Source: an optimization exercise on an open RTL-to-GDS flow (aim: small area, a short achievable clock period and few clock cycles per item). Production flows keep margins and buffers that such runs may drop. The RTL was checked by simulation tests, not by an equivalence proof against the original design. Power and IR drop assume default switching activity.

[flow/run.sh]
#!/bin/bash
# synth_recipe.tcl (not shown) runs the flow's synth.tcl, then flattens the netlist and writes it again
# the make line also repeats each setting of config.mk as NAME=value (left out here)
make -C /OpenROAD-flow-scripts/flow DESIGN_CONFIG=/design/flow/config.mk WORK_HOME=/design/flow/orfs CLKGATE_MAP_FILE= SYNTH_SCRIPT=/design/flow/synth_recipe.tcl finish
[flow/config.mk]
export PLATFORM = sky130hd
export DESIGN_NAME = ex_stage_md
export DESIGN_NICKNAME = ex_stage_md
export VERILOG_FILES = /design/flow/design.v
export SDC_FILE = /design/flow/constraint.sdc
export NUM_CORES = 4
export LEC_CHECK = 0
export ABC_CLOCK_PERIOD_IN_PS = 4500
export CAP_MARGIN = 20
export CORE_MARGIN = 2
export CORE_UTILIZATION = 40
export SETUP_SLACK_MARGIN = 2.5
export SLEW_MARGIN = 20
[flow/constraint.sdc]
create_clock -name core_clock -period 7.0 [get_ports {clk}]
set_input_delay 1.4000 -clock core_clock [delete_from_list [all_inputs] [get_ports {clk}]]
set_output_delay 1.4000 -clock core_clock [all_outputs]
set_load 0.01 [all_outputs]
[flow/design.v]
module ex_stage_md #(
   parameter int WIDTH   = 32,
   parameter int SHAMT_W = 5,
   parameter int REG_W   = 5,
   parameter int CTRL_W  = 10
) (
   input  logic              clk,
   input  logic              rst_n,
   input  logic              in_valid,
   input  logic [WIDTH-1:0]  a_operand,
   input  logic [WIDTH-1:0]  b_operand,
   input  logic [WIDTH-1:0]  imm_ext,
   input  logic [WIDTH-1:0]  pc_plus4,
   input  logic [WIDTH-1:0]  fwd_mem,
   input  logic [WIDTH-1:0]  fwd_wb,
   input  logic [1:0]        fwd_a_sel,
   input  logic [1:0]        fwd_b_sel,
   input  logic              alu_src,
   input  logic              reg_dest,
   input  logic [REG_W-1:0]  dest_rd,
   input  logic [REG_W-1:0]  dest_rt,
   input  logic [4:0]        alu_sel,
   input  logic [CTRL_W-1:0] ctrl_in,
   input  logic              stall_in,
   output logic [WIDTH-1:0]  alu_out,
   output logic [WIDTH-1:0]  data_to_write,
   output logic [REG_W-1:0]  reg_to_write,
   output logic [WIDTH-1:0]  pc_plus4_o,
   output logic [CTRL_W-1:0] ctrl_out,
   output logic              out_valid,
   output logic              md_busy,
   output logic              md_stall,
   output logic [REG_W-1:0]  dest_hz
);
   localparam int MUL_K = 4;
   localparam int MUL_N = WIDTH / MUL_K;
   localparam logic [4:0] OP_ADD   = 5'd6;
   localparam logic [4:0] OP_SUB   = 5'd7;
   localparam logic [4:0] OP_AND   = 5'd8;
   localparam logic [4:0] OP_OR    = 5'd9;
   localparam logic [4:0] OP_XOR   = 5'd10;
   localparam logic [4:0] OP_NOR   = 5'd11;
   localparam logic [4:0] OP_SLT   = 5'd12;
   localparam logic [4:0] OP_LUI   = 5'd13;
   localparam logic [4:0] OP_LINK  = 5'd14;
   localparam logic [4:0] OP_SLTU  = 5'd15;
   localparam logic [4:0] OP_MULT  = 5'd16;
   localparam logic [4:0] OP_DIV   = 5'd18;
   localparam logic [4:0] OP_DIVU  = 5'd19;
   localparam logic [4:0] OP_MFHI  = 5'd20;
   localparam logic [4:0] OP_MFLO  = 5'd21;
   logic [WIDTH-1:0] src_a, src_b, op_b;
   always_comb begin
      src_a = a_operand;
      if (fwd_a_sel[1])      src_a = fwd_mem;
      else if (fwd_a_sel[0]) src_a = fwd_wb;
      src_b = b_operand;
      if (fwd_b_sel[1])      src_b = fwd_mem;
      else if (fwd_b_sel[0]) src_b = fwd_wb;
      op_b = alu_src ? imm_ext : src_b;
   end
   logic [REG_W-1:0] dest;
   assign dest = (alu_sel == OP_LINK) ? '1 : (reg_dest ? dest_rd : dest_rt);
   logic             sh_var, sh_left, sh_arith;
   logic [4:0]       shamt;
   logic             sh_fill;
   logic [WIDTH-1:0] sh_in, sh_tmp, sh_rev, sh_res;
   always_comb begin
      sh_var   = (alu_sel == 5'd3) || (alu_sel == 5'd4) || (alu_sel == 5'd5);
      sh_left  = (alu_sel == 5'd0) || (alu_sel == 5'd3) || (alu_sel == OP_LUI);
      sh_arith = (alu_sel == 5'd2) || (alu_sel == 5'd5);
      if (alu_sel == OP_LUI) shamt = 5'd16;
      else if (sh_var)       shamt = src_a[4:0];
      else                   shamt = imm_ext[10:6];
      for (int i = 0; i < WIDTH; i++) sh_rev[i] = op_b[WIDTH-1-i];
      sh_fill = sh_arith & op_b[WIDTH-1];
      sh_in   = sh_left ? sh_rev : op_b;
      for (int k = 0; k < 5; k++) begin
         for (int i = 0; i < WIDTH; i++)
            sh_tmp[i] = (i + (1 << k) < WIDTH) ? sh_in[(i + (1 << k)) % WIDTH] : sh_fill;
         if (shamt[k]) sh_in = sh_tmp;
      end
      for (int i = 0; i < WIDTH; i++) sh_rev[i] = sh_in[WIDTH-1-i];
      sh_res = sh_left ? sh_rev : sh_in;
   end
   logic             mf_rd, md_code, add_alt, do_sub, add_cin, lt_s, lt_u;
   logic [WIDTH-1:0] hi_q, lo_q, add_a, add_b, alu_res;
   logic [WIDTH:0]   addsub;
   logic             is_div_q, neg_lo_q, neg_hi_q;
   always_comb begin
      mf_rd   = (alu_sel == OP_MFHI) || (alu_sel == OP_MFLO);
      md_code = (alu_sel[4:2] == 3'b100);
      add_alt = mf_rd | md_code;
      add_a   = add_alt ? '0 : src_a;
      if (mf_rd)        add_b = alu_sel[0] ? lo_q : hi_q;
      else if (md_code) add_b = src_a;
      else              add_b = op_b;
      if (mf_rd)        do_sub = alu_sel[0] ? neg_lo_q : neg_hi_q;
      else              do_sub = (alu_sel != OP_ADD);
      add_cin = do_sub & ~(mf_rd & ~alu_sel[0] & ~is_div_q & (lo_q != '0));
      addsub  = {1'b0, add_a} + {1'b0, do_sub ? ~add_b : add_b} + {{WIDTH{1'b0}}, add_cin};
      lt_u    = ~addsub[WIDTH];
      lt_s    = (src_a[WIDTH-1] ^ op_b[WIDTH-1]) ? src_a[WIDTH-1] : addsub[WIDTH-1];
   end
   always_comb begin
      case (alu_sel)
         5'd0, 5'd1, 5'd2, 5'd3, 5'd4, 5'd5, OP_LUI:
                  alu_res = sh_res;
         OP_ADD, OP_SUB, OP_MFHI, OP_MFLO:
                  alu_res = addsub[WIDTH-1:0];
         OP_AND:  alu_res = src_a & op_b;
         OP_OR:   alu_res = src_a | op_b;
         OP_XOR:  alu_res = src_a ^ op_b;
         OP_NOR:  alu_res = ~(src_a | op_b);
         OP_SLT:  alu_res = {{(WIDTH-1){1'b0}}, lt_s};
         OP_SLTU: alu_res = {{(WIDTH-1){1'b0}}, lt_u};
         OP_LINK: alu_res = pc_plus4;
         default: alu_res = '0;
      endcase
   end
   logic busy_q, is_md_op, is_md_any, md_stall_w, accept, md_start;
   assign is_md_op   = (alu_sel[4:2] == 3'b100);
   assign is_md_any  = is_md_op || (alu_sel == OP_MFHI) || (alu_sel == OP_MFLO);
   assign md_stall_w = in_valid & busy_q & is_md_any;
   assign accept     = in_valid & ~md_stall_w & ~stall_in;
   assign md_start   = accept & is_md_op;
   logic [WIDTH-1:0]  alu_out_q, data_q, pc_q;
   logic [REG_W-1:0]  reg_q;
   logic [CTRL_W-1:0] ctrl_q;
   logic              vld_q;
   always_ff @(posedge clk or negedge rst_n) begin
      if (!rst_n) begin
         ctrl_q <= '0;
         vld_q  <= 1'b0;
      end else if (!stall_in) begin
         ctrl_q <= accept ? ctrl_in : '0;
         vld_q  <= accept;
      end
   end
   always_ff @(posedge clk) begin
      if (!stall_in) begin
         alu_out_q <= alu_res;
         data_q    <= src_b;
         reg_q     <= dest;
         pc_q      <= pc_plus4;
      end
   end
   localparam int SKIP = 8;
   logic [WIDTH-1:0] md_q;
   logic [5:0]       cnt_q;
   logic             sgn_q;
   logic             signed_op, start_div, a_neg, b_neg, b_zero;
   logic [WIDTH-1:0] a_mag;
   assign signed_op = (alu_sel == OP_MULT) || (alu_sel == OP_DIV);
   assign start_div = (alu_sel == OP_DIV) || (alu_sel == OP_DIVU);
   assign a_neg     = signed_op & src_a[WIDTH-1];
   assign b_neg     = signed_op & src_b[WIDTH-1];
   assign b_zero    = (src_b == '0);
   assign a_mag     = a_neg ? addsub[WIDTH-1:0] : src_a;
   logic                   hi_ext, md_ext;
   logic [WIDTH+MUL_K:0]   mul_t;
   logic [WIDTH-1:0]       mul_hi, mul_lo;
   always_comb begin
      hi_ext = sgn_q & hi_q[WIDTH-1];
      md_ext = sgn_q & md_q[WIDTH-1];
      mul_t  = {{MUL_K{hi_ext}}, hi_ext, hi_q};
      for (int i = 0; i < MUL_K; i++)
         mul_t = mul_t + (({{(MUL_K+1){md_ext}}, md_q} & {(WIDTH+MUL_K+1){lo_q[i]}}) << i);
      mul_hi = mul_t[WIDTH+MUL_K-1:MUL_K];
      mul_lo = {mul_t[MUL_K-1:0], lo_q[WIDTH-1:MUL_K]};
   end
   logic             d_pos;
   logic [WIDTH-1:0] d_x;
   assign d_pos = ~(sgn_q & md_q[WIDTH-1]);
   assign d_x   = md_q ^ {WIDTH{d_pos}};
   function automatic logic below_d(input logic [WIDTH-1:0] v);
      logic [WIDTH+1:0] t;
      t = {1'b0, v, 1'b1} + {1'b1, d_x, d_pos};
      below_d = t[WIDTH+1];
   endfunction
   logic [WIDTH:0]   div_s1;
   logic [WIDTH+1:0] div_s2;
   logic [WIDTH+2:0] div_t1, div_t2;
   logic             div_ge1, div_ge2, div_two;
   always_comb begin
      div_s1  = {hi_q, lo_q[WIDTH-1]};
      div_s2  = {hi_q, lo_q[WIDTH-1 -: 2]};
      div_t1  = {1'b0, div_s1, 1'b1} + {2'b11, d_x, d_pos};
      div_t2  = {div_s2, 1'b1} + {2'b11, d_x, d_pos};
      div_ge1 = ~div_t1[WIDTH+2];
      div_ge2 = ~div_t2[WIDTH+2];
      div_two = ~div_ge1 & (cnt_q >= 6'd2);
   end
   logic skip;
   assign skip = (hi_q[WIDTH-1 -: SKIP] == '0)
               && below_d({hi_q[WIDTH-SKIP-1:0], lo_q[WIDTH-1 -: SKIP]})
               && (cnt_q >= 6'(SKIP));
   logic [5:0] md_take, cnt_next;
   always_comb begin
      if (!is_div_q)    md_take = 6'd1;
      else if (skip)    md_take = 6'(SKIP);
      else if (div_two) md_take = 6'd2;
      else              md_take = 6'd1;
      cnt_next = cnt_q - md_take;
   end
   always_ff @(posedge clk or negedge rst_n) begin
      if (!rst_n) begin
         hi_q     <= '0;
         lo_q     <= '0;
         busy_q   <= 1'b0;
         neg_lo_q <= 1'b0;
         neg_hi_q <= 1'b0;
      end else if (md_start) begin
         hi_q     <= '0;
         lo_q     <= a_mag;
         busy_q   <= 1'b1;
         neg_lo_q <= start_div ? ((a_neg ^ b_neg) & ~b_zero) : a_neg;
         neg_hi_q <= a_neg;
      end else if (busy_q) begin
         if (!is_div_q) begin
            hi_q  <= mul_hi;
            lo_q  <= mul_lo;
         end else if (skip) begin
            hi_q  <= {hi_q[WIDTH-SKIP-1:0], lo_q[WIDTH-1 -: SKIP]};
            lo_q  <= {lo_q[WIDTH-SKIP-1:0], {SKIP{1'b0}}};
         end else if (div_ge1) begin
            hi_q  <= div_t1[WIDTH:1];
            lo_q  <= {lo_q[WIDTH-2:0], 1'b1};
         end else if (div_two) begin
            hi_q  <= div_ge2 ? div_t2[WIDTH:1] : div_s2[WIDTH-1:0];
            lo_q  <= {lo_q[WIDTH-3:0], 1'b0, div_ge2};
         end else begin
            hi_q  <= div_s1[WIDTH-1:0];
            lo_q  <= {lo_q[WIDTH-2:0], 1'b0};
         end
         if (cnt_next == 6'd0) busy_q <= 1'b0;
      end
   end
   always_ff @(posedge clk) begin
      if (md_start) begin
         md_q     <= src_b;
         cnt_q    <= start_div ? 6'(WIDTH) : 6'(MUL_N);
         is_div_q <= start_div;
         sgn_q    <= signed_op;
      end else if (busy_q) begin
         cnt_q    <= cnt_next;
      end
   end
   assign alu_out       = alu_out_q;
   assign data_to_write = data_q;
   assign reg_to_write  = reg_q;
   assign pc_plus4_o    = pc_q;
   assign ctrl_out      = ctrl_q;
   assign out_valid     = vld_q;
   assign md_busy       = busy_q;
   assign md_stall      = md_stall_w;
   assign dest_hz       = dest;
endmodule
==> out/summary.txt, run 1 <==
Least-Margin Pin Slew -> 1040 ps
Top_reg_cell synth -> edfxtp_1
Internal cell power -> 10.7 mW
Crit path to -> alu_out_q[11]$_DFFE_PN_
Final Hold Vio Count -> 0
Setup TNS Final -> 0 ps
CTS Buffer Depth -> 3
RD Place Congestion -> 1.03
Number of remaining DRC errors -> 0
#FFs+latches synth -> 219
Port Buf Inserts -> 345
Mapped cell area -> 30100 um^2
1st-iter DRT viols -> 3774
Max Clock Skew -> 32.3 ps
Critical path launch point type -> primary input
Sequential area share after synthesis -> 0.206
WL/cell -> 30.3 um
H-tree levels -> 1
First-pass GRT wire length -> 223 mm
Final Slew Violations -> 0
EDFF count, synth -> 141
Syn-to-layout area delta -> 38.3%
Combinational power share -> 0.813
Max cap viols -> 0
Total grt overflow -> 0
Initial Utilization -> 0.404
Crit Path Max Fanout -> 5
DP Wirelength -> 118 mm
Proportion of layout cells with a drive suffix above 1 -> 0.228
Via/cell ratio -> 6.47
Core ar. -> 74400 um^2
WP data required -> 7360 ps
All-Layer GR Usage -> 0.389
Post-synth cell types -> 89
Syn_nets -> 4214
CP endpoint kind -> flip-flop
Fin crit share -> 0.717
Async S/R FF share, synth -> 0.356
Worst-skew pair later-pin latency -> 620 ps
Vias in the first global route -> 31900
Final core occ -> 0.559
Clk root buf -> clkbuf_16
Cell row count -> 100
Crit path DAT -> 5380 ps
Most frequent cells in the layout -> nand2_1, buf_4, clkdlybuf4s50_1
Mapped Cells -> 3656
Critical setup path kind -> primary input to flip-flop
Reg-to-Reg End -> hi_q[29]$_DFFE_PN0P_
FF-to-FF setup slack -> 2030 ps
Worst reg2reg startpoint -> lo_q[1]$_DFFE_PN0P_
Seq pwr share -> 0.113
Worst IR Drop VDD -> 0.511 mV
Minimum clock period -> 5020 ps
Via Count -> 33600
Sw Pwr -> 11.5 mW
CTS tree -> built
Top-level port count -> 346
Clock-pin slew on the worst setup and hold paths -> 70 ps
PwrDens -> 534 nW/um^2
Initial antenna violation count -> 6
Reg2Reg Depth -> 17
Final WL -> 157 mm
Most common cell after layout, fill and taps aside -> nand2_1
Hold Path Class -> flip-flop to flip-flop
Die area -> 77400 um^2
Detailed Routing Iterations Pass 1 -> 6
Syn_area_per_cell -> 8.22 um^2
Status -> timing/DRC/antenna clean
Fraction of power spent switching nets -> 0.519
Worst rel slew slack -> 0.301
Worst setup startpoint -> fwd_b_sel[0]
Final net count -> 4760
RSZ-0062 raised after global routing -> yes
Number of CTS-inserted buffers -> 30
Leak -> 17.4 nW
Largest net degree at the start of global routing -> 64
Yosys warnings -> 1
Die X -> 278 um
Die height -> 278 um
Clock power share -> 0.074
Antenna viol nets, final -> 0
Final setup violating endpoints -> 0
Fmax -> 0.199 GHz
CTS sink cnt -> 219
==> flip-flops by register name, summed over array words and instances, names as in the netlist <==
| signal | count |
|---|---|
| alu_out_q | 32 |
| data_q | 32 |
| hi_q | 32 |
| lo_q | 32 |
| md_q | 32 |
| pc_q | 32 |
| ctrl_q | 10 |
| cnt_q | 6 |
| reg_q | 5 |
| busy_q | 1 |
| is_div_q | 1 |
| neg_hi_q | 1 |
| neg_lo_q | 1 |
| sgn_q | 1 |
| vld_q | 1 |
==> cell usage after synthesis (81+ instances only) <==
library cell / n / area [um^2]
mux2i_1: 229 / 2290
ha_1: 229 / 2870
nor2_1: 245 / 920
nand2_1: 362 / 1360
and2_1: 145 / 907
inv_1: 147 / 552
a21oi_1: 241 / 1210
fa_1: 102 / 2040
clkbuf_1: 206 / 773
o21ai_0: 233 / 1170
a211oi_1: 87 / 653
a21o_1: 85 / 638
edfxtp_1: 141 / 4230
o211ai_1: 81 / 608
xnor2_1: 100 / 876
==> power groups by stage <==
stage	Clock [mW]	Combinational, mW	Sequential, mW
after CTS	1.65	16.1	2.47
after detailed placement	0	13.6	2.50
after global placement	0	13.5	2.51
after global routing	1.69	19.2	2.53
after floorplan	0	9.75	2.14
final	1.64	18.1	2.52
==> worst min path at each step <==
| stage | startpoint | endpoint | slack, ps | cells after the start |
|---|---|---|---|---|
| 2_1_floorplan | neg_hi_q$_DFFE_PN0P_ | neg_hi_q$_DFFE_PN0P_ | 450 | 2 |
| 4_1_cts | vld_q$_DFFE_PN0N_ | vld_q$_DFFE_PN0N_ | 480 | 1 |
| 3_3_place_gp | vld_q$_DFFE_PN0N_ | vld_q$_DFFE_PN0N_ | 460 | 1 |
| 5_1_grt | vld_q$_DFFE_PN0N_ | vld_q$_DFFE_PN0N_ | 490 | 1 |
| 3_5_place_dp | vld_q$_DFFE_PN0N_ | vld_q$_DFFE_PN0N_ | 470 | 1 |
| 6_report | vld_q$_DFFE_PN0N_ | vld_q$_DFFE_PN0N_ | 480 | 1 |
==> kinds of logic (layout without fill, tap and decap cells) <==
group	Yosys count	after routing	synth area share
XOR/XNOR	178	178	0.0519
other	0	1	0
AO/OA/AOI/OAI	1166	1167	0.259
flip-flops	219	219	0.206
multiplexers	275	275	0.0968
AND/OR/NAND/NOR	1092	1094	0.173
adder cells (fa/ha/maj)	331	331	0.163
buffers and inverters	395	962	0.0506
==> worst max-delay path, cell delays in order <==
cell	delay, ps
buf_16	130
buf_6	130
mux2_4	300
mux2i_4	210
o21ai_4	120
o211ai_1	180
o21ai_1	110
xor2_1	180
ha_2	180
or4_1	560
o211ai_1	140
buf_4	160
buf_6	80
buf_6	90
a21oi_4	40
o21ai_1	130
nand2b_1	160
a21o_1	250
a21oi_4	210
xnor2_4	150
a221oi_4	350
o21ai_2	110
==> layout make-up <==
class                      count  area (um^2)
antenna                        1         2.50
clock buffer                  32          778
clock inverter                24          251
fill                        6640        32900
inverter                     149          574
multi-input combinational   3045        25500
sequential                   219         6200
tap                          969         1210
timing repair buffer         757         7090
==> per-layer routing <==
metal  up-vias  global-route usage  wire length (um)
li1      14700                   -                 -
met1     16300               0.475             58800
met2      2087               0.618             70500
met3       578              0.0664             14000
met4         6               0.289             14100
met5         -                   0                44
==> timing repair <==
item / in CTS / in global routing
setup buffers: 130 / 101
pin swaps: 154 / 183
endpoints found under the setup margin: 115 / 99
gates resized for setup: 397 / 319
cloned: 5 / 1
hold buffers: 0 / 0
==> through the flow <==
| stage | area [um^2] | hold slack, ps | setup WS (ps) | cells | power [mW] |
|---|---|---|---|---|---|
| final | 41600 | 479 | 1980 | 5196 | 22.2 |
| after global routing | 41600 | 492 | 1840 | 5196 | 23.4 |
| after CTS | 39200 | 484 | 2080 | 5093 | 20.2 |
| after detailed placement | 35500 | 470 | 449 | 4902 | 16.1 |
| after global placement | 35500 | 463 | 491 | 4902 | 16.1 |
| after floorplan | 30600 | 447 | 1550 | 3656 | 11.9 |
Testbench counts, summed over its fixed seeds: cycles 3,876, items 3,200.
==> inputs of run 2 (changes only) <==
==> flow/flow/run.sh (new file) <==
#!/bin/bash
# The standard layout (standard.sh: the standard flow's synthesis and ORFS flow, unchanged), except that
# the port buffers placed on every input and output are the smallest buffer, buf_1, instead
# of the delay buffer ORFS picks; timing repair still resizes any that need more drive.
set -euo pipefail
export BUFFER_PORTS_ARGS="-buffer_cell sky130_fd_sc_hd__buf_1"
bash standard.sh > standard.log 2>&1
==> flow/standard.sh (new file) <==
#!/bin/bash
# synth_recipe.tcl (not shown) runs the flow's synth.tcl, then flattens the netlist and writes it again
# the make line also repeats each setting of config.mk as NAME=value (left out here)
make -C /OpenROAD-flow-scripts/flow DESIGN_CONFIG=/design/flow/config.mk WORK_HOME=/design/flow/orfs CLKGATE_MAP_FILE= SYNTH_SCRIPT=/design/flow/synth_recipe.tcl "${@:-finish}"
removed: flow/run.sh
==> run 2 against run 1 <==
Against the previous run: still clean; first-iteration DRC count grew 20%; die area is the same; final cell count shrank 0.98%; flip-flop and latch count is the same; sequential share of layout area grew 1.0 points; hold slack lost 2.0 ps; global-route usage shrank 1.9 points; combinational power shrank 3%; critical path depth shrank 3; critical endpoint is now alu_out_q[31]$_DFFE_PN_; largest cell class unchanged.
==> out/summary.txt, run 2 <==
Detailed Routing Iterations Pass 1 -> 7 (was 6)
Async S/R FF share, synth -> 0.356 (unchanged)
Proportion of layout cells with a drive suffix above 1 -> 0.216 (was 0.228)
Final WL -> 151 mm (was 157 mm)
Number of CTS-inserted buffers -> 29 (was 30)
Mapped Cells -> 3656 (unchanged)
Cell row count -> 100 (unchanged)
Syn-to-layout area delta -> 29.3% (was 38.3%)
Crit path DAT -> 5430 ps (was 5380 ps)
Worst IR Drop VDD -> 0.507 mV (was 0.511 mV)
Syn_nets -> 4214 (unchanged)
Worst-skew pair later-pin latency -> 600 ps (was 620 ps)
Buf+Inv Stages, Crit Path -> 5 (unchanged)
#FFs+latches synth -> 219 (unchanged)
Post-synth cell types -> 89 (unchanged)
Die X -> 278 um (unchanged)
CP endpoint kind -> flip-flop (unchanged)
Least-Margin Pin Slew -> 1130 ps (was 1040 ps)
Vias in the first global route -> 31600 (was 31900)
Setup TNS Final -> 0 ps (unchanged)
Synth area leaders -> edfxtp_1, ha_1, mux2i_1, fa_1, dfrtp_1 (unchanged)
Final net count -> 4707 (was 4760)
Via Count -> 33700 (was 33600)
Sequential area share after synthesis -> 0.206 (unchanged)
EDFF count, synth -> 141 (unchanged)
Cell taking the most area after synthesis -> edfxtp_1 (unchanged)
Yosys warnings -> 1 (unchanged)
Crit Path Max Fanout -> 8 (was 5)
Most frequent cells in the layout -> nand2_1, buf_1, buf_4 (was nand2_1, buf_4, clkdlybuf4s50_1)
RD Place Congestion -> 1.05 (was 1.03)
Final Slew Violations -> 0 (unchanged)
Max cap viols -> 0 (unchanged)
Minimum clock period -> 5090 ps (was 5020 ps)
WL/cell -> 29.4 um (was 30.3 um)
Die height -> 278 um (unchanged)
Final Hold Vio Count -> 0 (unchanged)
Antenna viol nets, final -> 0 (unchanged)
Final core occ -> 0.522 (was 0.559)
Number of remaining DRC errors -> 0 (unchanged)
RSZ-0062 raised after global routing -> yes (unchanged)
Mapped cell area -> 30100 um^2 (unchanged)
Crit-path max cell delay -> 390 ps (was 560 ps)
CTS Hold Bufs -> 0 (unchanged)
Post-synth top cells -> nand2_1, nor2_1, a21oi_1, o21ai_0 (unchanged)
Fin crit share -> 0.727 (was 0.717)
All-Layer GR Usage -> 0.370 (was 0.389)
Core ar. -> 74400 um^2 (unchanged)
Top-level port count -> 346 (unchanged)
Initial antenna violation count -> 10 (was 6)
Largest net degree at the start of global routing -> 65 (was 64)
Syn_area_per_cell -> 8.22 um^2 (unchanged)
H-tree levels -> 1 (unchanged)
Critical setup path kind -> primary input to flip-flop (unchanged)
First-pass GRT wire length -> 214 mm (was 223 mm)
Top-area cell type share of the netlist area -> 0.141 (unchanged)
Initial Utilization -> 0.404 (unchanged)
Die area -> 77400 um^2 (unchanged)
Status -> timing/DRC/antenna clean (unchanged)
Critical path launch point type -> primary input (unchanged)
1st-iter DRT viols -> 4536 (was 3774)
CTS sink cnt -> 219 (unchanged)
Most common cell in the netlist -> nand2_1 (unchanged)
Port Buf Inserts -> 345 (unchanged)
Leak -> 15.9 nW (was 17.4 nW)
Max Clock Skew -> 21.7 ps (was 32.3 ps)
Clock-pin slew on the worst setup and hold paths -> 60 ps (was 70 ps)
Worst rel slew slack -> 0.241 (was 0.301)
CP top delay family -> compound AO/OA/AOI/OAI gates (unchanged)
Total grt overflow -> 0 (unchanged)
Hold Path Class -> flip-flop to flip-flop (unchanged)
Clk root buf -> clkbuf_16 (unchanged)
PwrDens -> 557 nW/um^2 (was 534 nW/um^2)
Cell Chain, Critical Path -> clkbuf_16, buf_12, buf_4, buf_12, mux2i_1, o21ai_0, buf_4, mux2_2, o211ai_1, o21ai_0, xor2_1, ha_1, a21o_1, or3_1, o31a_1, o21bai_1, mux2i_1, a21oi_1, or3_1 (was buf_16, buf_6, mux2_4, mux2i_4, o21ai_4, o211ai_1, o21ai_1, xor2_1, ha_2, or4_1, o211ai_1, buf_4, buf_6, buf_6, a21oi_4, o21ai_1, nand2b_1, a21o_1, a21oi_4, xnor2_4, a221oi_4, o21ai_2)
Final setup violating endpoints -> 0 (unchanged)
CTS tree -> built (unchanged)
Via/cell ratio -> 6.55 (was 6.47)
WP data required -> 7340 ps (was 7360 ps)
Fmax -> 0.196 GHz (was 0.199 GHz)
CTS Buffer Depth -> 3 (unchanged)
Top_reg_cell synth -> edfxtp_1 (unchanged)
Hold slack -> 477 ps (was 479 ps)
Crit-path slowest cell -> or3_1 (was or4_1)
DP Wirelength -> 114 mm (was 118 mm)
Most common cell after layout, fill and taps aside -> nand2_1 (unchanged)
## run 2: cell counts after synthesis
No cell type changed its count.
## run 2: logic make-up after synthesis
family	Yosys count	synth area share
buffers and inverters	395	0.0506
flip-flops	219	0.206
AO/OA/AOI/OAI	1166	0.259
adder cells (fa/ha/maj)	331	0.163
multiplexers	275	0.0968
AND/OR/NAND/NOR	1092	0.173
XOR/XNOR	178	0.0519
## run 2: final cells by class
cell class,count,area [um^2]
Sequential cell,219,6200
Antenna cell,4,10.0
Clock buffer,30,739
Clock inverter,24,330
Fill cell,6952,35600
Inverter,149,572
Tap cell,969,1210
Timing Repair Buffer,703,4430
Multi-Input combinational cell,3047,25400
## run 2: timing repair
action,4_1_cts,5_1_grt
gates cloned,5,1
resized for setup,339,253
setup endpoints to repair,108,100
buffers inserted,106,92
pin swaps,103,143
## run 2: metrics by stage
step | power, mW | cells | instance area (um^2) | setup WS, ps
6_report | 21.6 | 5145 | 38900 | 1910
5_1_grt | 22.9 | 5143 | 38900 | 1770
4_1_cts | 19.6 | 5048 | 36700 | 2060
3_5_place_dp | 15.7 | 4883 | 33200 | 553
3_3_place_gp | 15.7 | 4883 | 33200 | 668
2_1_floorplan | 11.9 | 3656 | 30600 | 1550
## run 2: report_power, final
group	internal [mW]	total (mW)	switching, mW
registers	1.74	2.45	0.717
logic	7.66	17.5	9.81
clock network	1.03	1.72	0.686
## run 2: metal layers
layer | share of wire | GRT usage | routed length [um] | up-vias
met5 | 0.00042 | 0 | 64 | -
met4 | 0.093 | 0.273 | 14100 | 10
met3 | 0.098 | 0.0649 | 14700 | 643
met2 | 0.44 | 0.585 | 66800 | 2173
met1 | 0.37 | 0.453 | 55500 | 16300
li1 | - | - | - | 14600
## run 2: path summary, 6_finish.rpt
check                                    start                 endpoint  slack, ps  cells past startpoint
max in group asynchronous                rst_n         busy_q$_DFF_PN0_       4960                      2
max reg2reg                lo_q[1]$_DFFE_PN0P_     hi_q[31]$_DFFE_PN0P_       2090                     17
max                               fwd_b_sel[0]  alu_out_q[31]$_DFFE_PN_       1910                     19
min                          vld_q$_DFFE_PN0N_        vld_q$_DFFE_PN0N_        480                      1
min reg2reg                  vld_q$_DFFE_PN0N_        vld_q$_DFFE_PN0N_        480                      1
min in group asynchronous                rst_n     hi_q[23]$_DFFE_PN0P_        820                      1
==> inputs of run 3 (changes only) <==
--- a/flow/design.v
+++ b/flow/design.v
@@ -86,6 +86,7 @@
    logic             mf_rd, md_code, add_alt, do_sub, add_cin, lt_s, lt_u;
    logic [WIDTH-1:0] hi_q, lo_q, add_a, add_b, alu_res;
    logic [WIDTH:0]   addsub;
+   logic [WIDTH+1:0] add_t;
    logic             is_div_q, neg_lo_q, neg_hi_q;
    always_comb begin
       mf_rd   = (alu_sel == OP_MFHI) || (alu_sel == OP_MFLO);
@@ -98,7 +99,8 @@
       if (mf_rd)        do_sub = alu_sel[0] ? neg_lo_q : neg_hi_q;
       else              do_sub = (alu_sel != OP_ADD);
       add_cin = do_sub & ~(mf_rd & ~alu_sel[0] & ~is_div_q & (lo_q != '0));
-      addsub  = {1'b0, add_a} + {1'b0, do_sub ? ~add_b : add_b} + {{WIDTH{1'b0}}, add_cin};
+      add_t   = {1'b0, add_a, 1'b1} + {1'b0, do_sub ? ~add_b : add_b, add_cin};
+      addsub  = add_t[WIDTH+1:1];
       lt_u    = ~addsub[WIDTH];
       lt_s    = (src_a[WIDTH-1] ^ op_b[WIDTH-1]) ? src_a[WIDTH-1] : addsub[WIDTH-1];
    end
==> run 3 against run 2 <==
Against the previous run: critical endpoint is now lo_q[31]$_DFFE_PN0P_; hold slack hardly changed; non-clock buffer count increased by 30; clock power fell by 9%; final area rose by 1.3%; global-route usage is 2.4 points higher; maximum frequency grew 2.0%; sequential power down 3%; register-to-register slack worse by 50 ps; final cell count grew 1.6%; critical path type unchanged; clock skew rose by 22 ps; first-iteration DRC count decreased by 13%.
==> out/summary.txt, run 3 <==
Final Slew Violations -> 0 (unchanged)
Hold Path Class -> flip-flop to flip-flop (unchanged)
Most common cell in the netlist -> nand2_1 (unchanged)
DP Wirelength -> 121 mm (was 114 mm)
Reg-to-Reg End -> hi_q[22]$_DFFE_PN0P_ (was hi_q[31]$_DFFE_PN0P_)
Synth area leaders -> edfxtp_1, ha_1, fa_1, mux2i_1, dfrtp_1 (was edfxtp_1, ha_1, mux2i_1, fa_1, dfrtp_1)
CTS Buffer Depth -> 3 (unchanged)
Crit path DAT -> 5430 ps (about the same)
Critical path launch point type -> primary input (unchanged)
1st-iter DRT viols -> 3937 (was 4536)
Max Clock Skew -> 43.8 ps (was 21.7 ps)
Mapped Cells -> 3712 (was 3656)
Port Buf Inserts -> 345 (unchanged)
Antenna viol nets, final -> 0 (unchanged)
Worst IR Drop VDD -> 0.527 mV (was 0.507 mV)
Fraction of power spent switching nets -> 0.531 (was 0.518)
Most common cell after layout, fill and taps aside -> buf_1 (was nand2_1)
Clk root buf -> clkbuf_16 (unchanged)
Most frequent cells in the layout -> buf_1, nand2_1, buf_4 (was nand2_1, buf_1, buf_4)
Proportion of layout cells with a drive suffix above 1 -> 0.220 (was 0.216)
CTS Hold Bufs -> 0 (unchanged)
Crit path to -> lo_q[31]$_DFFE_PN0P_ (was alu_out_q[31]$_DFFE_PN_)
Top_reg_cell synth -> edfxtp_1 (unchanged)
Initial Utilization -> 0.405 (was 0.404)
H-tree levels -> 1 (unchanged)
Async S/R FF share, synth -> 0.356 (unchanged)
Post-synth top cells -> nand2_1, o21ai_0, a21oi_1, nor2_1, ha_1 (was nand2_1, nor2_1, a21oi_1, o21ai_0)
Status -> timing/DRC/antenna clean (unchanged)
Fmax -> 0.200 GHz (was 0.196 GHz)
Leak -> 16.0 nW (was 15.9 nW)
PwrDens -> 567 nW/um^2 (was 557 nW/um^2)
Clock-pin slew on the worst setup and hold paths -> 60 ps (about the same)
Syn_nets -> 4270 (was 4214)
Largest net degree at the start of global routing -> 71 (was 65)
Finished Layout Cells -> 5227 (was 5145)
RD Place Congestion -> 1.07 (was 1.05)
Number of remaining DRC errors -> 0 (unchanged)
RSZ-0062 raised after global routing -> yes (unchanged)
Worst rel slew slack -> 0.265 (was 0.241)
Fin crit share -> 0.713 (was 0.727)
Syn-to-layout area delta -> 30.0% (was 29.3%)
Top-level port count -> 346 (unchanged)
Detailed Routing Iterations Pass 1 -> 6 (was 7)
Die area -> 77900 um^2 (was 77400 um^2)
Crit Path Max Fanout -> 9 (was 8)
Yosys warnings -> 1 (unchanged)
Mapped cell area -> 30300 um^2 (was 30100 um^2)
Seq pwr share -> 0.107 (was 0.113)
CTS tree -> built (unchanged)
Total grt overflow -> 0 (unchanged)
Die X -> 279 um (was 278 um)
WP data required -> 7440 ps (was 7340 ps)
Via Count -> 34500 (was 33700)
Internal cell power -> 10.5 mW (was 10.4 mW)
Final setup violating endpoints -> 0 (unchanged)
Cell taking the most area after synthesis -> edfxtp_1 (unchanged)
Initial antenna violation count -> 14 (was 10)
All-Layer GR Usage -> 0.394 (was 0.370)
Combinational power share -> 0.823 (was 0.807)
Final net count -> 4785 (was 4707)
Worst setup startpoint -> fwd_b_sel[0] (unchanged)
Critical setup path kind -> primary input to flip-flop (unchanged)
Clock power share -> 0.070 (was 0.079)
Worst reg2reg startpoint -> lo_q[1]$_DFFE_PN0P_ (unchanged)
CTS sink cnt -> 219 (unchanged)
Via/cell ratio -> 6.60 (was 6.55)
Final WL -> 161 mm (was 151 mm)
Core ar. -> 74700 um^2 (was 74400 um^2)
Cell row count -> 100 (unchanged)
Syn_area_per_cell -> 8.16 um^2 (was 8.22 um^2)
Max cap viols -> 0 (unchanged)
Vias in the first global route -> 32700 (was 31600)
Least-Margin Pin Slew -> 1100 ps (was 1130 ps)
EDFF count, synth -> 141 (unchanged)
Reg2Reg Depth -> 19 (was 17)
Placed cell count -> 4951 (was 4883)
Die height -> 279 um (was 278 um)
Sw Pwr -> 11.8 mW (was 11.2 mW)
Top-area cell type share of the netlist area -> 0.140 (was 0.141)
Final Hold Vio Count -> 0 (unchanged)
Minimum clock period -> 4990 ps (was 5090 ps)
WL/cell -> 30.8 um (was 29.4 um)
Setup TNS Final -> 0 ps (unchanged)
Post-synth cell types -> 95 (was 89)
CP endpoint kind -> flip-flop (unchanged)
#FFs+latches synth -> 219 (unchanged)
Number of CTS-inserted buffers -> 28 (was 29)
Sequential area share after synthesis -> 0.204 (was 0.206)
FF-to-FF setup slack -> 2040 ps (was 2090 ps)
First-pass GRT wire length -> 226 mm (was 214 mm)
Worst-skew pair later-pin latency -> 610 ps (was 600 ps)
run 3: cell types whose count changed after synthesis, moves of 21 or more:
cell	previous run	this run
a21oi_1	241	272
mux2i_1	229	200
nor2_1	245	269
o21ai_0	233	290
xnor2_1	100	79
xor2_1	78	103
run 3: final cells by class:
type	instances	area [um^2]
Tap cell	969	1210
Timing Repair Buffer	733	4840
Clock buffer	28	701
Inverter	144	556
Multi-Input combinational cell	3101	25600
Antenna cell	9	22.5
Sequential cell	219	6190
Fill cell	7003	35300
Clock inverter	24	259
run 3: layer usage:
metal  GRT usage  share of wire
met5           0        0.00037
met4       0.338           0.11
met3      0.0966           0.11
met2       0.603           0.43
met1       0.465           0.35
run 3: repair_timing:
action,CTS,global route
gates cloned,7,4
buffers inserted,143,61
setup endpoints to repair,104,99
gates resized for setup,405,222
pin swaps,167,188
run 3: how the worst min path moves through the flow:
stage	start	cells past startpoint	to
floorplan	neg_lo_q$_DFFE_PN0P_	2	neg_lo_q$_DFFE_PN0P_
global placement	vld_q$_DFFE_PN0N_	1	vld_q$_DFFE_PN0N_
detailed placement	vld_q$_DFFE_PN0N_	1	vld_q$_DFFE_PN0N_
CTS	vld_q$_DFFE_PN0N_	1	vld_q$_DFFE_PN0N_
global route	vld_q$_DFFE_PN0N_	1	vld_q$_DFFE_PN0N_
finish	vld_q$_DFFE_PN0N_	1	vld_q$_DFFE_PN0N_
run 3: cells by family (layout without fill, tap and decap cells):
| logic type | count (synthesis) | in the layout | share of synthesized area |
|---|---|---|---|
| and+or+nand+nor | 1112 | 1115 | 0.175 |
| AOI/OAI and AO/OA | 1227 | 1229 | 0.270 |
| muxes | 244 | 244 | 0.0859 |
| DFF | 219 | 219 | 0.204 |
| other | 0 | 9 | 0 |
| buffers and inverters | 397 | 929 | 0.0507 |
| xor gates and xnor gates | 182 | 182 | 0.0526 |
| adders and majority gates | 331 | 331 | 0.162 |
run 3: worst max-delay path, stage by stage:
cell,delay [ps]
clkbuf_16,140
buf_12,150
buf_4,110
mux2i_1,310
o21ai_2,170
mux2_2,430
o21ai_0,480
a21oi_1,160
xor2_1,430
ha_1,430
o21ai_0,300
inv_1,80
o41a_1,170
or4_1,420
a21boi_1,140
o41ai_1,90
run 3: per-stage QoR:
| step | setup WS, ps | utilization | hold slack (ps) | area, um^2 | power (mW) |
|---|---|---|---|---|---|
| 2_1_floorplan | 1840 | - | 450 | 30700 | 11.5 |
| 3_3_place_gp | 768 | 0.448 | 462 | 33500 | 15.9 |
| 3_5_place_dp | 724 | 0.448 | 467 | 33500 | 15.9 |
| 4_1_cts | 2120 | 0.503 | 481 | 37600 | 19.4 |
| 5_1_grt | 1890 | 0.527 | 517 | 39300 | 23.5 |
| 6_report | 2010 | 0.527 | 477 | 39400 | 22.3 |
run 3: power groups by stage:
stage	sequential [mW]	combinational [mW]	clock, mW
floorplan	2.14	9.41	0
global placement	2.38	13.5	0
detailed placement	2.37	13.5	0
CTS	2.33	15.5	1.56
global route	2.39	19.5	1.61
finish	2.38	18.4	1.56
Testbench counts of run 3, summed over its fixed seeds: cycles 3,876, items 3,200.
==> inputs of run 4 (changes only) <==
--- a/flow/config.mk
+++ b/flow/config.mk
@@ -8,6 +8,6 @@
 export ABC_CLOCK_PERIOD_IN_PS = 4500
 export CAP_MARGIN = 20
 export CORE_MARGIN = 2
-export CORE_UTILIZATION = 40
+export CORE_UTILIZATION = 60
 export SETUP_SLACK_MARGIN = 2.5
 export SLEW_MARGIN = 20
==> run 4 against run 3 <==
Against the previous run: the run now fails in 5_1_grt; synthesized cell count unchanged; area after synthesis stayed put.
==> out/summary.txt, run 4 <==
Initial Utilization -> 0.606 (was 0.405)
Exit stage -> 5_1_grt
RD Place Congestion -> 1.21 (was 1.07)
EDFF count, synth -> 141 (unchanged)
Mapped Cells -> 3712 (unchanged)
Status -> stopped before the end (was timing/DRC/antenna clean)
Die height -> 229 um (was 279 um)
Top_reg_cell synth -> edfxtp_1 (unchanged)
GR repair worst EP -> alu_out_q[21]$_DFFE_PN_/D
Sequential area share after synthesis -> 0.204 (unchanged)
Yosys warnings -> 1 (unchanged)
Port Buf Inserts -> 345 (unchanged)
Synth area leaders -> edfxtp_1, ha_1, fa_1, mux2i_1, dfrtp_1 (unchanged)
Err -> [ERROR GRT-0232] Routing congestion too high. Check the congestion heatmap in the GUI.
Total grt overflow -> 44
Largest family of logic cells by synthesized area -> compound AO/OA/AOI/OAI gates (unchanged)
Post-Synth Simple-Gate Area -> 0.175 (unchanged)
Worst EP Category -> register input
Clk root buf -> clkbuf_16 (unchanged)
Largest net degree at the start of global routing -> 72
Post-synthesis xor/xnor area fraction -> 0.0526 (unchanged)
All-Layer GR Usage -> 0.769
DP Wirelength -> 112 mm (was 121 mm)
Number of CTS-inserted buffers -> 27 (was 28)
Mapped cell area -> 30300 um^2 (unchanged)
CTS sink cnt -> 219 (unchanged)
Die X -> 229 um (was 279 um)
Top-area cell type share of the netlist area -> 0.140 (unchanged)
Synth Area in Compound Gates -> 0.270 (unchanged)
CTS Buffer Depth -> 3 (unchanged)
H-tree levels -> 1 (unchanged)
CTS Hold Bufs -> 0 (unchanged)
Post-synth cell types -> 95 (unchanged)
DP Area -> 32700 um^2 (was 33500 um^2)
Syn_area_per_cell -> 8.16 um^2 (unchanged)
Async S/R FF share, synth -> 0.356 (unchanged)
Cell taking the most area after synthesis -> edfxtp_1 (unchanged)
Syn_nets -> 4270 (unchanged)
Post-synth top cells -> nand2_1, o21ai_0, a21oi_1, nor2_1, ha_1 (unchanged)
Synth Area in Adders -> 0.162 (unchanged)
Top-level port count -> 346 (unchanged)
Cell row count -> 82 (was 100)
Post-synthesis mux area share -> 0.0859 (unchanged)
#FFs+latches synth -> 219 (unchanged)
Most common cell in the netlist -> nand2_1 (unchanged)
run 4: through the flow:
step / power [mW] / setup slack, ps / instances
4_1_cts: 19.3 / 2150 / 4840
3_5_place_dp: 15.4 / 724 / 4595
3_3_place_gp: 14.8 / 755 / 4595
2_1_floorplan: 11.5 / 1840 / 3712
run 4: layer usage:
metal	GRT overflow	track usage
met2	28	0.937
met1	0	0.765
met3	3	0.617
met4	13	0.765
met5	0	0.320
run 4: timing repair:
item	4_1_cts
gates cloned	9
pin swaps	187
buffers inserted	186
setup endpoints to repair	108
gates resized for setup	489
run 4: kinds of logic after synthesis:
group / count (synthesis)
AO/OA/AOI/OAI: 1227
XOR/XNOR: 182
adder cells (fa/ha/maj): 331
buffers and inverters: 397
flip-flops: 219
multiplexers: 244
AND/OR/NAND/NOR: 1112
run 4: how the worst max path moves through the flow:
stage / start / end / cells past startpoint
3_3_place_gp: fwd_b_sel[0] / alu_out_q[30]$_DFFE_PN_ / 20
2_1_floorplan: fwd_b_sel[0] / alu_out_q[21]$_DFFE_PN_ / 20
3_5_place_dp: fwd_b_sel[0] / alu_out_q[30]$_DFFE_PN_ / 20
4_1_cts: fwd_b_sel[0] / alu_out_q[21]$_DFFE_PN_ / 20
run 4: power by group through the flow:
stage,combinational (mW),sequential [mW],clock [mW]
3_3_place_gp,12.2,2.60,0
4_1_cts,15.2,2.58,1.54
3_5_place_dp,12.7,2.62,0
2_1_floorplan,9.41,2.14,0
==> inputs of run 5 (changes only) <==
--- a/flow/config.mk
+++ b/flow/config.mk
@@ -8,6 +8,6 @@
 export ABC_CLOCK_PERIOD_IN_PS = 4500
 export CAP_MARGIN = 20
 export CORE_MARGIN = 2
-export CORE_UTILIZATION = 60
-export SETUP_SLACK_MARGIN = 2.5
+export CORE_UTILIZATION = 40
+export SETUP_SLACK_MARGIN = 1.3
 export SLEW_MARGIN = 20
==> run 5 against run 4 <==
Against the previous run: now clean on timing, DRC and antenna; synthesized cell count unchanged; area after synthesis did not move.
==> out/summary.txt, run 5 <==
Least-Margin Pin Slew -> 1050 ps
Worst reg2reg startpoint -> md_q[3]$_DFFE_PP_
Critical path launch point type -> primary input
Cell taking the most area after synthesis -> edfxtp_1 (unchanged)
Final net count -> 4564
Core ar. -> 74700 um^2
CP dominant cell by count -> a211oi_1
RD Place Congestion -> 1.05 (was 1.21)
Async S/R FF share, synth -> 0.356 (unchanged)
Clock-pin slew on the worst setup and hold paths -> 60 ps
Critical setup path kind -> primary input to flip-flop
Status -> timing/DRC/antenna clean (was stopped before the end)
Antenna viol nets, final -> 0
Syn_area_per_cell -> 8.16 um^2 (unchanged)
CP top delay family -> compound AO/OA/AOI/OAI gates
Via Count -> 32500
Internal cell power -> 7.86 mW
Synth area leaders -> edfxtp_1, ha_1, fa_1, mux2i_1, dfrtp_1 (unchanged)
Worst-skew pair later-pin latency -> 600 ps
Final Hold Vio Count -> 0
Clk root buf -> clkbuf_16 (unchanged)
Seq pwr share -> 0.144
Final core occ -> 0.460
Number of CTS-inserted buffers -> 28 (was 27)
CTS Buffer Depth -> 3 (unchanged)
Final WL -> 148 mm
Via/cell ratio -> 6.49
Most common cell in the netlist -> nand2_1 (unchanged)
Multi-input logic area -> 22800 um^2
WP data required -> 7300 ps
EDFF count, synth -> 141 (unchanged)
Register Area -> 6190 um^2
Mapped Cells -> 3712 (unchanged)
Fin crit share -> 0.795
Detailed Routing Iterations Pass 1 -> 9
Sw Pwr -> 9.30 mW
Setup TNS Final -> 0 ps
DP Wirelength -> 116 mm (was 112 mm)
CP endpoint kind -> flip-flop
Top_reg_cell synth -> edfxtp_1 (unchanged)
RSZ-0062 raised after global routing -> no
CTS tree -> built
Crit Path Max Fanout -> 15
Worst setup startpoint -> alu_sel[0]
Total grt overflow -> 0
Hold Path Class -> flip-flop to flip-flop
Crit path to -> alu_out_q[25]$_DFFE_PN_
Number of remaining DRC errors -> 0
First-pass GRT wire length -> 213 mm
Most common cell after layout, fill and taps aside -> nand2_1
Yosys warnings -> 1 (unchanged)
Cell Chain, Critical Path -> clkbuf_2, buf_4, or4_4, a31o_4, a211oi_1, a211oi_1, or2_1, a222oi_1, mux2i_1, mux2_2, a221oi_1, o221ai_1
Post-synth cell types -> 95 (unchanged)
Cell row count -> 100 (was 82)
Minimum clock period -> 5570 ps
Die X -> 279 um (was 229 um)
Fmax -> 0.180 GHz
Proportion of layout cells with a drive suffix above 1 -> 0.0854
Largest net degree at the start of global routing -> 63
#FFs+latches synth -> 219 (unchanged)
Final Slew Violations -> 0
Die area -> 77900 um^2
Top-level port count -> 346 (unchanged)
1st-iter DRT viols -> 3823
Leak -> 14.2 nW
Mapped cell area -> 30300 um^2 (unchanged)
FF-to-FF setup slack -> 1540 ps
Crit path DAT -> 5870 ps
Crit path depth -> 12
PwrDens -> 499 nW/um^2
Vias in the first global route -> 30800
Buf+Inv Stages, Crit Path -> 2
Crit-path max cell delay -> 770 ps
Crit-path slowest cell -> a211oi_1
Sequential area share after synthesis -> 0.204 (unchanged)
Most frequent cells in the layout -> nand2_1, buf_1, o21ai_0
Die height -> 279 um (was 229 um)
Final setup violating endpoints -> 0
CTS sink cnt -> 219 (unchanged)
Syn_nets -> 4270 (unchanged)
Initial Utilization -> 0.405 (was 0.606)
Reg-to-Reg End -> hi_q[31]$_DFFE_PN0P_
Syn-to-layout area delta -> 13.4%
Combinational power share -> 0.770
Top-area cell type share of the netlist area -> 0.140 (unchanged)
Max cap viols -> 0
Max Clock Skew -> 40.5 ps
Clock power share -> 0.086
Fraction of power spent switching nets -> 0.542
Reg2Reg Depth -> 16
Initial antenna violation count -> 8
Post-synth top cells -> nand2_1, o21ai_0, a21oi_1, nor2_1, ha_1 (unchanged)
H-tree levels -> 1 (unchanged)
WL/cell -> 29.5 um
Worst IR Drop VDD -> 0.294 mV
All-Layer GR Usage -> 0.369
Port Buf Inserts -> 345 (unchanged)
Worst rel slew slack -> 0.294
Fillcell total -> 7407
## run 5: area by class of cell
| cell class | count | share of cell area |
|---|---|---|
| diodes | 8 | 0.000583 |
| inverters | 144 | 0.0158 |
| multi-input cells | 3096 | 0.663 |
| repair buffers | 517 | 0.0786 |
| clock buffers | 32 | 0.0208 |
| clock inverters | 18 | 0.00543 |
| well taps | 969 | 0.0353 |
| flip-flops and latches | 219 | 0.180 |
## run 5: worst reg2reg max path, delay by kind of cell (launching register included)
family          cells  cell delay (ps)
fa+ha+maj           5             2190
buf+inv             1              180
flops               1              620
compound gates      8             1870
simple gates        2              500
## run 5: worst min path at each step
stage	slack, ps	start	to	cells after the start
global placement	490	vld_q$_DFFE_PN0N_	vld_q$_DFFE_PN0N_	1
floorplan	450	neg_lo_q$_DFFE_PN0P_	neg_lo_q$_DFFE_PN0P_	2
global route	530	vld_q$_DFFE_PN0N_	vld_q$_DFFE_PN0N_	1
detailed placement	490	vld_q$_DFFE_PN0N_	vld_q$_DFFE_PN0N_	1
finish	500	vld_q$_DFFE_PN0N_	vld_q$_DFFE_PN0N_	1
CTS	500	vld_q$_DFFE_PN0N_	vld_q$_DFFE_PN0N_	1
## run 5: kinds of logic after synthesis
logic type | synth area share
buffers and inverters | 0.0507
adders and majority gates | 0.162
and+or+nand+nor | 0.175
AOI/OAI and AO/OA | 0.270
muxes | 0.0859
xor gates and xnor gates | 0.0526
DFF | 0.204
## run 5: metal layers
layer  routed length (um)  track usage  vias to the layer above
li1                     -            -                    14400
met5                   21            0                        -
met4                12700        0.260                        4
met1                55900        0.458                    15600
met3                13900       0.0712                      495
met2                65200        0.575                     2006
## run 5: metrics by stage
step / cell area [um^2] / setup slack, ps / instances / power (mW) / hold WS, ps
after floorplan: 30300 / 1330 / 3712 / 11.3 / 450
final: 34300 / 1430 / 5003 / 17.2 / 497
after detailed placement: 33200 / 587 / 4937 / 15.2 / 488
after global placement: 33200 / 626 / 4937 / 15.2 / 487
after global routing: 34300 / 1300 / 4998 / 18.5 / 530
after CTS: 34100 / 1300 / 4987 / 16.8 / 502
## run 5: repair_timing
action	CTS	global route
gates cloned	0	1
hold buffers	0	0
gates resized for setup	3	36
endpoints found under the setup margin	2	40
pin swaps	0	4
buffers inserted	0	7
## run 5: power by group through the flow
stage	Clock, mW	Sequential [mW]	Combinational [mW]
4_1_cts	1.49	2.43	12.9
6_report	1.48	2.47	13.2
5_1_grt	1.53	2.48	14.5
3_5_place_dp	0	2.45	12.8
3_3_place_gp	0	2.45	12.7
2_1_floorplan	0	2.14	9.18
==> inputs of run 6 (changes only) <==
--- a/flow/config.mk
+++ b/flow/config.mk
@@ -9,5 +9,5 @@
 export CAP_MARGIN = 20
 export CORE_MARGIN = 2
 export CORE_UTILIZATION = 40
-export SETUP_SLACK_MARGIN = 1.3
+export SETUP_SLACK_MARGIN = 1.8
 export SLEW_MARGIN = 20
==> run 6 against run 5 <==
Against the previous run: final cell count up 0.88%; area after synthesis unchanged; final area rose by 3.0%; clock power rose by 11%; routed wire length up 2.6%; clock-buffer cell count down 2; die area is the same; setup slack improved by 280 ps; largest power group unchanged.
==> out/summary.txt, run 6 <==
Status -> timing/DRC/antenna clean (unchanged)
Top_reg_cell synth -> edfxtp_1 (unchanged)
Final net count -> 4609 (was 4564)
#FFs+latches synth -> 219 (unchanged)
DP Wirelength -> 118 mm (was 116 mm)
Yosys warnings -> 1 (unchanged)
Most common cell after layout, fill and taps aside -> nand2_1 (unchanged)
WP data required -> 7330 ps (was 7300 ps)
Syn-to-layout area delta -> 16.9% (was 13.4%)
Minimum clock period -> 5290 ps (was 5570 ps)
Total grt overflow -> 0 (unchanged)
Mapped Cells -> 3712 (unchanged)
Die X -> 279 um (unchanged)
Max cap viols -> 0 (unchanged)
Fin crit share -> 0.756 (was 0.795)
CP endpoint kind -> flip-flop (unchanged)
Mapped cell area -> 30300 um^2 (unchanged)
Worst IR Drop VDD -> 0.311 mV (was 0.294 mV)
Core ar. -> 74700 um^2 (unchanged)
RD Place Congestion -> 1.06 (was 1.05)
Reg2Reg Depth -> 16 (unchanged)
Final Slew Violations -> 0 (unchanged)
Fin area -> 35400 um^2 (was 34300 um^2)
Initial Utilization -> 0.405 (unchanged)
CTS Buffer Depth -> 3 (unchanged)
Leak -> 14.5 nW (was 14.2 nW)
Worst reg2reg startpoint -> md_q[3]$_DFFE_PP_ (unchanged)
Least-Margin Pin Slew -> 1040 ps (was 1050 ps)
Largest net degree at the start of global routing -> 63 (unchanged)
First-pass GRT wire length -> 217 mm (was 213 mm)
RSZ-0062 raised after global routing -> yes (was no)
FF-to-FF setup slack -> 2000 ps (was 1540 ps)
Vias in the first global route -> 31300 (was 30800)
EDFF count, synth -> 141 (unchanged)
Syn_nets -> 4270 (unchanged)
Tot Pwr -> 17.6 mW (was 17.2 mW)
Crit path to -> alu_out_q[26]$_DFFE_PN_ (was alu_out_q[25]$_DFFE_PN_)
Port Buf Inserts -> 345 (unchanged)
Crit path DAT -> 5620 ps (was 5870 ps)
Antenna viol nets, final -> 0 (unchanged)
Fmax -> 0.189 GHz (was 0.180 GHz)
Setup TNS Final -> 0 ps (unchanged)
Detailed Routing Iterations Pass 1 -> 9 (unchanged)
Sequential area share after synthesis -> 0.204 (unchanged)
Final WL -> 152 mm (was 148 mm)
Via Count -> 32900 (was 32500)
WL/cell -> 30.0 um (was 29.5 um)
Worst setup startpoint -> alu_sel[0] (unchanged)
Post-route setup slack -> 1710 ps (was 1430 ps)
CTS tree -> built (unchanged)
Proportion of layout cells with a drive suffix above 1 -> 0.117 (was 0.0854)
Top-level port count -> 346 (unchanged)
Via/cell ratio -> 6.53 (was 6.49)
Critical path launch point type -> primary input (unchanged)
PwrDens -> 498 nW/um^2 (was 499 nW/um^2)
H-tree levels -> 1 (unchanged)
Most common cell in the netlist -> nand2_1 (unchanged)
Syn_area_per_cell -> 8.16 um^2 (unchanged)
Most frequent cells in the layout -> nand2_1, buf_1, nor2_1 (was nand2_1, buf_1, o21ai_0)
Crit Path Max Fanout -> 48 (was 15)
Clock-pin slew on the worst setup and hold paths -> 60 ps (about the same)
Die area -> 77900 um^2 (unchanged)
Worst rel slew slack -> 0.303 (was 0.294)
Hold slack -> 476 ps (was 497 ps)
Die height -> 279 um (unchanged)
Clk root buf -> clkbuf_16 (unchanged)
Top-area cell type share of the netlist area -> 0.140 (unchanged)
Final setup violating endpoints -> 0 (unchanged)
Cell row count -> 100 (unchanged)
Hold Path Class -> flip-flop to flip-flop (unchanged)
Number of remaining DRC errors -> 0 (unchanged)
Number of CTS-inserted buffers -> 28 (unchanged)
Max Clock Skew -> 12.9 ps (was 40.5 ps)
All-Layer GR Usage -> 0.376 (was 0.369)
Reg-to-Reg End -> hi_q[31]$_DFFE_PN0P_ (unchanged)
1st-iter DRT viols -> 3996 (was 3823)
Final Hold Vio Count -> 0 (unchanged)
Initial antenna violation count -> 10 (was 8)
Async S/R FF share, synth -> 0.356 (unchanged)
Synth area leaders -> edfxtp_1, ha_1, fa_1, mux2i_1, dfrtp_1 (unchanged)
Worst-skew pair later-pin latency -> 580 ps (was 600 ps)
Post-synth cell types -> 95 (unchanged)
Cell taking the most area after synthesis -> edfxtp_1 (unchanged)
Post-synth top cells -> nand2_1, o21ai_0, a21oi_1, nor2_1, ha_1 (unchanged)
Pre-CTS WS -> 718 ps (was 587 ps)
CTS sink cnt -> 219 (unchanged)
DP Area -> 33400 um^2 (was 33200 um^2)
Critical setup path kind -> primary input to flip-flop (unchanged)
## run 6: cell families (layout without fill, tap and decap cells)
group,Yosys count,after routing,share of synthesized area
fa+ha+maj,331,331,0.162
buf+inv,397,755,0.0507
mux,244,244,0.0859
other cells,0,6,0
flops,219,219,0.204
compound gates,1227,1229,0.270
simple gates,1112,1112,0.175
xor+xnor,182,182,0.0526
## run 6: layout make-up
class / instances / area [um^2]
repair buffers: 560 / 3150
multi-input cells: 3098 / 23200
clock buffers: 30 / 729
well taps: 969 / 1210
clock inverters: 21 / 292
inverters: 144 / 551
fillers: 7381 / 39300
flip-flops and latches: 219 / 6190
diodes: 6 / 15.0
## run 6: critical path, cell delays in order
cell and delay (ps):
clkbuf_2 390, buf_12 320, mux2i_1 410, o21ai_0 150, xor2_1 190, ha_2 360, a21oi_4 220, buf_4 150
o221ai_1 120, a211oi_2 250, o21ai_1 130, nand3_1 120, nand4_1 240, and3_4 290, or2_2 280, xor2_1 170
a221o_1 320
## run 6: worst min-delay path by stage
stage | endpoint | start | slack (ps) | cells after the start
global route | vld_q$_DFFE_PN0N_ | vld_q$_DFFE_PN0N_ | 500 | 1
global placement | vld_q$_DFFE_PN0N_ | vld_q$_DFFE_PN0N_ | 460 | 1
finish | vld_q$_DFFE_PN0N_ | vld_q$_DFFE_PN0N_ | 480 | 1
floorplan | neg_lo_q$_DFFE_PN0P_ | neg_lo_q$_DFFE_PN0P_ | 450 | 2
detailed placement | vld_q$_DFFE_PN0N_ | vld_q$_DFFE_PN0N_ | 470 | 1
CTS | vld_q$_DFFE_PN0N_ | vld_q$_DFFE_PN0N_ | 480 | 1
## run 6: metal layers
metal / routed length [um] / track usage
met5: 34 / 0
met4: 15100 / 0.302
met3: 13800 / 0.0695
met1: 56100 / 0.455
met2: 66600 / 0.586
## run 6: power by group
| group | total (mW) | internal [mW] | switching [mW] |
|---|---|---|---|
| clock | 1.64 | 0.983 | 0.653 |
| combinational | 13.5 | 5.46 | 8.05 |
| sequential | 2.48 | 1.73 | 0.747 |
## run 6: stage by stage
| stage | std cells | util |
|---|---|---|
| after floorplan | 3712 | - |
| after global placement | 4944 | 0.446 |
| after detailed placement | 4944 | 0.446 |
| after CTS | 5018 | 0.465 |
| after global routing | 5045 | 0.474 |
| final | 5047 | 0.474 |
## run 6: repair_timing
item | CTS | global route
endpoints found under the setup margin | 56 | 64
setup buffers | 22 | 20
gates resized for setup | 43 | 104
gates cloned | 1 | 3
hold buffers | 0 | 0
pin swaps | 11 | 27
==> inputs of run 7 (changes only) <==
--- a/flow/config.mk
+++ b/flow/config.mk
@@ -8,6 +8,6 @@
 export ABC_CLOCK_PERIOD_IN_PS = 4500
 export CAP_MARGIN = 20
 export CORE_MARGIN = 2
-export CORE_UTILIZATION = 40
+export CORE_UTILIZATION = 48
 export SETUP_SLACK_MARGIN = 1.8
 export SLEW_MARGIN = 20
==> run 7 against run 6 <==
Against the previous run: sequential share of layout area is 0.095 points higher; flip-flop and latch count did not move; final cell count shrank 2.7%; setup slack improved by 160 ps; combinational power grew 6%; core utilization increased by 8.7 points; clock-buffer cell count is 4 higher; final area shrank 0.56%; maximum frequency rose by 3.1%; largest power group unchanged; critical path type is now flip-flop to flip-flop; die area fell by 16%.
==> out/summary.txt, run 7 <==
Worst rel slew slack -> 0.254 (was 0.303)
Synth Area in Compound Gates -> 0.270 (unchanged)
Fmax -> 0.195 GHz (was 0.189 GHz)
Fin area -> 35200 um^2 (was 35400 um^2)
Syn-to-layout area delta -> 16.2% (was 16.9%)
Mapped Cells -> 3712 (unchanged)
Cell row count -> 92 (was 100)
Tot Pwr -> 18.4 mW (was 17.6 mW)
Die X -> 255 um (was 279 um)
Setup TNS Final -> 0 ps (unchanged)
Async S/R FF share, synth -> 0.356 (unchanged)
DP Area -> 33100 um^2 (was 33400 um^2)
Port Buf Inserts -> 345 (unchanged)
Max cap viols -> 0 (unchanged)
Number of remaining DRC errors -> 0 (unchanged)
Final setup violating endpoints -> 0 (unchanged)
PwrDens -> 524 nW/um^2 (was 498 nW/um^2)
Final core occ -> 0.561 (was 0.474)
WL/cell -> 30.8 um (was 30.0 um)
H-tree levels -> 1 (unchanged)
Top-level port count -> 346 (unchanged)
CTS sink cnt -> 219 (unchanged)
All-Layer GR Usage -> 0.453 (was 0.376)
Number of CTS-inserted buffers -> 30 (was 28)
Post-Synth Simple-Gate Area -> 0.175 (unchanged)
Post-synthesis xor/xnor area fraction -> 0.0526 (unchanged)
Status -> timing/DRC/antenna clean (unchanged)
Via Count -> 33000 (was 32900)
Hold depth -> 1 (unchanged)
Final net count -> 4599 (was 4609)
Worst IR Drop VDD -> 0.433 mV (was 0.311 mV)
Vias in the first global route -> 30800 (was 31300)
Sequential area share after synthesis -> 0.204 (unchanged)
#FFs+latches synth -> 219 (unchanged)
Initial antenna violation count -> 5 (was 10)
Die height -> 255 um (was 279 um)
First-pass GRT wire length -> 214 mm (was 217 mm)
Pre-CTS WS -> 697 ps (was 718 ps)
Post-route setup slack -> 1870 ps (was 1710 ps)
Via/cell ratio -> 6.72 (was 6.53)
Critical setup path kind -> flip-flop to flip-flop (was primary input to flip-flop)
Worst-skew pair later-pin latency -> 630 ps (was 580 ps)
Post-synth cell types -> 95 (unchanged)
Most common cell in the netlist -> nand2_1 (unchanged)
Final Hold Vio Count -> 0 (unchanged)
Minimum clock period -> 5130 ps (was 5290 ps)
Worst setup startpoint -> hi_q[13]$_DFFE_PN0P_ (was alu_sel[0])
Least-Margin Pin Slew -> 1110 ps (was 1040 ps)
Detailed Routing Iterations Pass 1 -> 6 (was 9)
Leak -> 14.5 nW (about the same)
DP Wirelength -> 115 mm (was 118 mm)
Total grt overflow -> 0 (unchanged)
1st-iter DRT viols -> 4196 (was 3996)
WP data required -> 7510 ps (was 7330 ps)
Clk root buf -> clkbuf_16 (unchanged)
Synth area leaders -> edfxtp_1, ha_1, fa_1, mux2i_1, dfrtp_1 (unchanged)
Min-Delay Startpoint -> vld_q$_DFFE_PN0N_ (unchanged)
Top_reg_cell synth -> edfxtp_1 (unchanged)
Initial Utilization -> 0.483 (was 0.405)
Max Clock Skew -> 30.9 ps (was 12.9 ps)
Core ar. -> 62700 um^2 (was 74700 um^2)
Most common cell after layout, fill and taps aside -> nand2_1 (unchanged)
Syn_area_per_cell -> 8.16 um^2 (unchanged)
CTS Hold Bufs -> 0 (unchanged)
Mapped cell area -> 30300 um^2 (unchanged)
Worst reg2reg startpoint -> hi_q[13]$_DFFE_PN0P_ (was md_q[3]$_DFFE_PP_)
Proportion of layout cells with a drive suffix above 1 -> 0.117 (about the same)
Final WL -> 151 mm (was 152 mm)
Syn_nets -> 4270 (unchanged)
Fin crit share -> 0.733 (was 0.756)
Die area -> 65100 um^2 (was 77900 um^2)
Most frequent cells in the layout -> nand2_1, buf_1, nor2_1 (unchanged)
Largest net degree at the start of global routing -> 76 (was 63)
FF-to-FF setup slack -> 1870 ps (was 2000 ps)
RSZ-0062 raised after global routing -> yes (unchanged)
Post-synth top cells -> nand2_1, o21ai_0, a21oi_1, nor2_1, ha_1 (unchanged)
RD Place Congestion -> 1.07 (was 1.06)
Hold Path Class -> flip-flop to flip-flop (unchanged)
Clock-pin slew on the worst setup and hold paths -> 60 ps (about the same)
Top-area cell type share of the netlist area -> 0.140 (unchanged)
Synth Area in Adders -> 0.162 (unchanged)
Reg2Reg Depth -> 15 (was 16)
CTS tree -> built (unchanged)
Cell taking the most area after synthesis -> edfxtp_1 (unchanged)
Yosys warnings -> 1 (unchanged)
EDFF count, synth -> 141 (unchanged)
Final Slew Violations -> 0 (unchanged)
Crit Path Max Fanout -> 8 (was 48)
Largest family of logic cells by synthesized area -> compound AO/OA/AOI/OAI gates (unchanged)
Critical path launch point type -> flip-flop (was primary input)
Crit path DAT -> 5640 ps (was 5620 ps)
CP endpoint kind -> flip-flop (unchanged)
CTS Buffer Depth -> 3 (unchanged)
Post-synthesis mux area share -> 0.0859 (unchanged)
Antenna viol nets, final -> 0 (unchanged)
[run 7: cell count changes in the layout (fill, tap and decap cells not counted), moves of 4 or more]
cell and change:
a21oi_2 -4, xor2_1 -5, diode_2 -4, ha_4 +4
xor2_2 +4, buf_4 -9, clkinv_2 +4, bufinv_16 -5
a21oi_1 +6
[run 7: logic make-up (layout without fill, tap and decap cells)]
logic type      after synthesis  in the layout
xor+xnor                    182            182
buf+inv                     397            747
other cells                   0              2
simple gates               1112           1114
mux                         244            244
compound gates             1227           1228
flops                       219            219
fa+ha+maj                   331            331
[run 7: final timing paths]
check | endpoint
worst max-delay path | hi_q[31]$_DFFE_PN0P_
worst min-delay path | vld_q$_DFFE_PN0N_
worst max register to register | hi_q[31]$_DFFE_PN0P_
worst min register to register | vld_q$_DFFE_PN0N_
max in group asynchronous | lo_q[1]$_DFFE_PN0P_
min in group asynchronous | ctrl_q[1]$_DFFE_PN0N_
[run 7: metal layers]
metal | share of wire | GRT usage | up-vias
met5 | 0.00020 | 0 | -
met4 | 0.11 | 0.393 | 4
met3 | 0.098 | 0.0980 | 631
met2 | 0.44 | 0.694 | 2123
met1 | 0.36 | 0.540 | 15800
li1 | - | - | 14500
[run 7: critical path, stage by stage, from the launching register on]
cell	delay (ps)
dfrtp_1	790
fa_1	530
fa_1	510
fa_1	410
ha_1	430
nand4_1	140
or2_2	310
nand3b_1	240
a21oi_4	280
a211oi_4	110
o21ai_2	250
o31ai_4	110
buf_4	160
nor4b_2	310
a31oi_4	130
a32o_1	310
[run 7: cell type report]
cell class / count / area (um^2)
antenna: 2 / 5.00
clock buffer: 34 / 766
clock inverter: 22 / 175
fill: 5996 / 27500
inverter: 144 / 556
multi-input combinational: 3099 / 23400
sequential: 219 / 6190
tap: 846 / 1060
timing repair buffer: 547 / 3000
[run 7: repair_timing]
item | 4_1_cts | 5_1_grt
gates cloned | 2 | 1
buffers inserted | 13 | 28
pin swaps | 12 | 35
endpoints found under the setup margin | 73 | 71
hold endpoints to repair | 0 | 0
resized for setup | 58 | 126
[run 7: metrics by stage]
step                cells  hold slack [ps]
global route         4912              515
detailed placement   4811              467
CTS                  4882              481
global placement     4811              464
floorplan            3712              450
finish               4913              489
[run 7: where the power goes]
part	internal [mW]	switching (mW)
registers	1.73	0.828
logic	5.60	8.72
clock network	0.830	0.719
total	8.16	10.3

Re-timed with assumed drivers on the ports (clkbuf_16 on the clock, buf_2 on other inputs), run 7 has 1.867 ns of setup slack against 1.867 ns with ideal ports, and 1.209 ns once port delays also move by the mid clock arrival of 0.686 ns.
